Context: an optimization exercise on an open-source flow, tuned for small area and a short achievable clock period. The choices shown serve that exercise and are no tape-out recipe.
Where RTL was checked, it was by simulation tests only, not by an equivalence proof against the original.

## enigmaMachine
module enigmaMachine (
    input  logic                load,
    input  logic                reset,
    input  logic                keyValid,
    input  logic                setPositions,
    input  enigmaPkg::asciiChar keyChar,
    input  enigmaPkg::rotorPos  startPosition1,
    input  enigmaPkg::rotorPos  startPosition2,
    input  enigmaPkg::rotorPos  startPosition3,
    output logic                outValid,
    output enigmaPkg::asciiChar outChar
);
For scale: roughly 40 flip-flops, roughly 36 I/O pins.
==> flow/config.mk <==
export PLATFORM = sky130hd
export DESIGN_NAME = enigmaMachine
export DESIGN_NICKNAME = enigmaMachine
export VERILOG_FILES = /design/flow/design.v
export SDC_FILE = /design/flow/constraint.sdc
export NUM_CORES = 4
export LEC_CHECK = 0
export ABC_AREA = 1
export CAP_MARGIN = 20
export CORE_MARGIN = 2
export CORE_UTILIZATION = 20
export SLEW_MARGIN = 20
==> flow/constraint.sdc <==
create_clock -name core_clock -period 30.0 [get_ports {load}]
set_input_delay 6.0000 -clock core_clock [delete_from_list [all_inputs] [get_ports {load}]]
set_output_delay 6.0000 -clock core_clock [all_outputs]
set_load 0.01 [all_outputs]
standard.sh (not shown) runs the stock make flow with config.mk's settings and CLKGATE_MAP_FILE= SYNTH_SCRIPT=/design/flow/synth_recipe.tcl, a recipe that flattens the netlist after the stock synthesis.
==> flow/flow/run.sh <==
#!/bin/bash
# Standard layout with these changes:
#  * synthesis: no ADDER_MAP_FILE, so Yosys extracts no half/full adder cells and ABC can
#    restructure the modulo-26 adders;
#  * synthesis: ABC maps with flow/abc_area_resyn.script (the ORFS area script preceded by
#    two rounds of AIG rewriting);
#  * placement: every port still gets its buffer, but as buf_2 (BUFFER_PORTS_ARGS) rather
#    than the slow delay-cell buffer the default choice ends up with.
# The synthesis script is synth_recipe.tcl with ORFS's synth.tcl inlined and only
# its abc call changed, so registers are mapped and named exactly as in the
# standard synthesis.  Each tool's log stays under orfs/logs; make's output is
# in make.log.
set -euo pipefail
here=$(pwd)
abc_script=$here/flow/abc_area_resyn.script
{
  head -n 1 synth_recipe.tcl
  sed "s|log_cmd abc {\*}\$abc_args|log_cmd abc -script $abc_script {*}[lrange \$abc_args 2 end]|" \
      "$FLOW_HOME/scripts/synth.tcl"
  tail -n +3 synth_recipe.tcl
} > synth_custom.tcl
grep -q "abc -script $abc_script" synth_custom.tcl
bash standard.sh BUFFER_PORTS_ARGS="-buffer_cell sky130_fd_sc_hd__buf_2" ADDER_MAP_FILE= SYNTH_SCRIPT="$here/synth_custom.tcl" finish > make.log 2>&1
==> flow/flow/abc_area_resyn.script <==
strash
balance; rewrite; refactor; balance; rewrite; rewrite -z; balance; refactor -z; rewrite -z; balance
balance; rewrite; refactor; balance; rewrite; rewrite -z; balance; refactor -z; rewrite -z; balance
dch
map -B 0.9
topo
stime -c
buffer -c
upsize -c
dnsize -c
Rerun with:
--- a/flow/design.v
+++ b/flow/design.v
@@ -358,21 +358,14 @@
     function automatic logic [4:0] addOff(input logic [4:0] a, input logic [4:0] b);
         logic [5:0] s;
         logic [5:0] t;
         s = addBits(a, b, 1'b0);
         t = addBits(s[4:0], {2'b00, s[5], s[5], 1'b0}, 1'b0);
         addOff = t[4:0];
     endfunction
-    function automatic logic [4:0] subOff(input logic [4:0] a, input logic [4:0] b);
-        logic [5:0] s;
-        logic [5:0] t;
-        s = addBits(a, ~b, 1'b1);
-        t = addBits(s[4:0], {~s[5], ~s[5], 1'b0, ~s[5], 1'b0}, 1'b0);
-        subOff = t[4:0];
-    endfunction
     function automatic logic [4:0] sub26(input logic [4:0] a, input logic [4:0] b);
         logic [5:0] s;
         logic [5:0] t;
         s = addBits(a, ~b, 1'b1);
         t = addBits(s[4:0], 5'd26, 1'b0);
         sub26 = s[5] ? s[4:0] : t[4:0];
     endfunction
@@ -400,47 +393,49 @@
     assign carry2      = carry1 && (p2 == LAST);
     assign d12 = sub26(p1, p2);
     assign d23 = sub26(p2, p3);
     logic [4:0] s0, s1, s2, s3, s4, s5, s6, s7;
     logic [4:0] cipherIdx;
     logic [7:0] held;
     logic       heldLetter;
+    logic [4:0] heldOff4;
     logic [4:0] heldOff5;
     logic [4:0] heldOff6;
     logic [4:0] heldOff7;
-    assign s0 = subOff(lutPlugIn(keyChar[4:0]), p1);
+    assign s0 = addOff(lutPlugIn(keyChar[4:0]), neg26(p1));
     assign s1 = addOff(lutR1Inv(s0), d12);
     assign s2 = addOff(lutR2Inv(s1), d23);
     assign s3 = addOff(lutR3Inv(s2), p3);
-    assign s4 = subOff(lutRefl(s3), p3);
     always_ff @(posedge load) begin
         if (reset) begin
             outValid   <= 1'b0;
             held       <= '0;
             heldLetter <= 1'b0;
         end else begin
             outValid <= keyAccepted;
             if (keyAccepted) begin
-                held       <= {keyChar[7:5], isLetter ? lutR3(s4) : keyChar[4:0]};
+                held       <= isLetter ? {3'b000, lutRefl(s3)} : keyChar;
                 heldLetter <= isLetter;
             end
         end
     end
     always_ff @(posedge load) begin
         if (step1) begin
-            heldOff5 <= d23;
-            heldOff6 <= d12;
+            heldOff4 <= neg26(p3);
+            heldOff5 <= neg26(d23);
+            heldOff6 <= neg26(d12);
             heldOff7 <= p1;
         end
     end
-    assign s5 = subOff(held[4:0], heldOff5);
-    assign s6 = subOff(lutR2(s5), heldOff6);
+    assign s4 = addOff(held[4:0], heldOff4);
+    assign s5 = addOff(lutR3(s4), heldOff5);
+    assign s6 = addOff(lutR2(s5), heldOff6);
     assign s7 = addOff(lutR1(s6), heldOff7);
     assign cipherIdx = lutPlugOut(s7);
-    assign outChar = {held[7:5], heldLetter ? cipherIdx : held[4:0]};
+    assign outChar = heldLetter ? {3'b010, cipherIdx} : held;
     always_ff @(posedge load) begin
         if (reset) begin
             p1 <= '0;
             p2 <= '0;
             p3 <= '0;
         end else if (setPositions) begin
             p1 <= wrap26(startPosition1);
=> The changed run finished with timing, DRC and antenna clean; global-route usage goes down by 0.35 points; via count goes up by 7.2%; synthesized cell count goes up by 9.2%; setup slack improved by 1700 ps; cell area goes up by 6.7%; clock-buffer cell count goes down by 3; hold slack got worse by 42 ps; die area goes up by 6.9%; non-clock buffer count stays the same.
For the first run of this note, only the layout was checked, not whether the RTL still works.

---

enigmaMachine, a different RTL version from the one above (not shown whole).
Size in the first run: roughly 45 flip-flops.
clock: 30.0 ns
lec_check: 0
abc_area: 1
cap_margin: 20
core_margin: 2
core_utilization: 20
slew_margin: 20
Scripts as last shown in full above: flow/flow/run.sh, flow/flow/abc_area_resyn.script
Next try:
--- a/flow/design.v
+++ b/flow/design.v
@@ -410,18 +410,21 @@
             5'd26: wrap26 = 5'd0;
             5'd27: wrap26 = 5'd3;
             5'd28: wrap26 = 5'd4;
             5'd29: wrap26 = 5'd7;
             5'd30: wrap26 = 5'd8;
             5'd31: wrap26 = 5'd11;
             default: wrap26 = 5'd0;
         endcase
     endfunction
+    function automatic logic [4:0] dec26(input logic [4:0] p);
+        dec26 = {(p[4:1] == 4'd0) ? 4'd12 : 4'(p[4:1] - 4'd1), ~p[0]};
+    endfunction
     function automatic logic [4:0] inc26(input logic [4:0] p);
         inc26 = {(p[4:1] == 4'd12) ? 4'd0 : 4'(p[4:1] + 4'd1), ~p[0]};
     endfunction
     localparam logic [4:0] LAST = 5'b11001;
     logic [4:0] p1, p2, p3;
     logic [4:0] d12, d23;
     logic       isLetter;
     logic       keyAccepted;
     logic       step1, carry1, carry2;
@@ -431,50 +434,55 @@
     assign carry1      = step1 && (p1 == LAST);
     assign carry2      = carry1 && (p2 == LAST);
     assign d12 = sub26(p1, p2);
     assign d23 = sub26(p2, p3);
     logic [4:0] s0, s1, s2, s3, s4, s5, s6, s7;
     logic [4:0] cipherIdx;
     logic [7:0] held;
     logic       heldLetter;
     logic [4:0] heldOff4;
-    logic [4:0] heldOff5;
-    logic [4:0] heldOff6;
-    logic [4:0] heldOff7;
+    logic       p1Zero, p2Zero;
+    logic [4:0] p1Old, d12Old, d23Old, p3Old;
+    assign p1Zero = (p1 == 5'd0);
+    assign p2Zero = (p2 == 5'd0);
+    assign p1Old  = dec26(p1);
+    assign d12Old = p1Zero ? d12 : dec26(d12);
+    assign d23Old = (p1Zero && !p2Zero) ? dec26(d23) : d23;
+    assign p3Old  = (p1Zero && p2Zero) ? dec26(p3) : p3;
     assign s0 = subOff(lutPlugIn(keyChar[4:0]), p1);
     assign s1 = addOff(lutR1Inv(s0), d12);
     assign s2 = addOff(lutR2Inv(s1), d23);
     assign s3 = addOff(lutR3Inv(s2), p3);
     always_ff @(posedge load) begin
         if (reset) begin
             outValid   <= 1'b0;
             held       <= '0;
             heldLetter <= 1'b0;
         end else begin
             outValid <= keyAccepted;
             if (keyAccepted) begin
                 held       <= isLetter ? {3'b000, lutRefl(s3)} : keyChar;
                 heldLetter <= isLetter;
+            end else if (setPositions && heldLetter) begin
+                held       <= outChar;
+                heldLetter <= 1'b0;
             end
         end
     end
     always_ff @(posedge load) begin
         if (step1) begin
             heldOff4 <= p3;
-            heldOff5 <= d23;
-            heldOff6 <= d12;
-            heldOff7 <= p1;
         end
     end
     assign s4 = subOff(held[4:0], heldOff4);
-    assign s5 = subOff(lutR3(s4), heldOff5);
-    assign s6 = subOff(lutR2(s5), heldOff6);
-    assign s7 = addOff(lutR1(s6), heldOff7);
+    assign s5 = subOff(lutR3(s4), d23Old);
+    assign s6 = subOff(lutR2(s5), d12Old);
+    assign s7 = addOff(lutR1(s6), p1Old);
     assign cipherIdx = lutPlugOut(s7);
     assign outChar = heldLetter ? {3'b010, cipherIdx} : held;
     always_ff @(posedge load) begin
         if (reset) begin
             p1 <= '0;
             p2 <= '0;
             p3 <= '0;
         end else if (setPositions) begin
             p1 <= wrap26(startPosition1);
Routed wire length goes up by 4.6%.
Maximum frequency decreases by about 0.9%.
Clock-buffer cell count decreases by 1.
Global-route usage rises by 0.73 points.
Critical path depth came out higher by 7.
Hold slack improved by 0.0058 ns.
Synthesized area shrinks by about 3%.
Setup slack gets worse by 0.12 ns.
Sequential cell count falls by 15.
Final area shrinks by 2.5%.
Sequential share of layout area came out lower by 5.7 points.

-- what the ideal ports hide --
The flow's constraints put no driver on any port. The routed layouts listed below were extracted and timed again, unchanged, in two steps.
Step 1 sets driving cells, clkbuf_16 on the clock port and buf_2 on the other inputs (assumed; they add their load-dependent delay and slew).
Step 2, shift: input delay + t, output delay - t, t = (earliest + latest rising clock arrival at the registers) / 2. This alone moves slack from input paths to output paths.
a / b / c = no drivers / after step 1 / after step 2; a / b = the first two.
| run | t (ns) | setup WS [ns] | hold WS [ns] | latest minus earliest clock arrival (ns) | worst data-port slew with drivers (ns) |
|---|---|---|---|---|---|
| the first run of note 1 | 0.311 | 15.166 / 15.130 / 15.441 | 0.519 / 0.519 / 0.519 | 0.007 / 0.008 | 0.04 |
| the second run of note 1 | 0.320 | 16.822 / 16.788 / 17.107 | 0.477 / 0.477 / 0.477 | 0.011 / 0.011 | 0.04 |
| the first run of note 2 | 0.341 | 17.375 / 17.332 / 17.532 | 0.462 / 0.462 / 0.462 | 0.004 / 0.004 | 0.05 |
| the second run of note 2 | 0.303 | 17.255 / 17.229 / 17.532 | 0.468 / 0.468 / 0.468 | 0.005 / 0.006 | 0.06 |
After both steps every run listed still meets setup and hold.
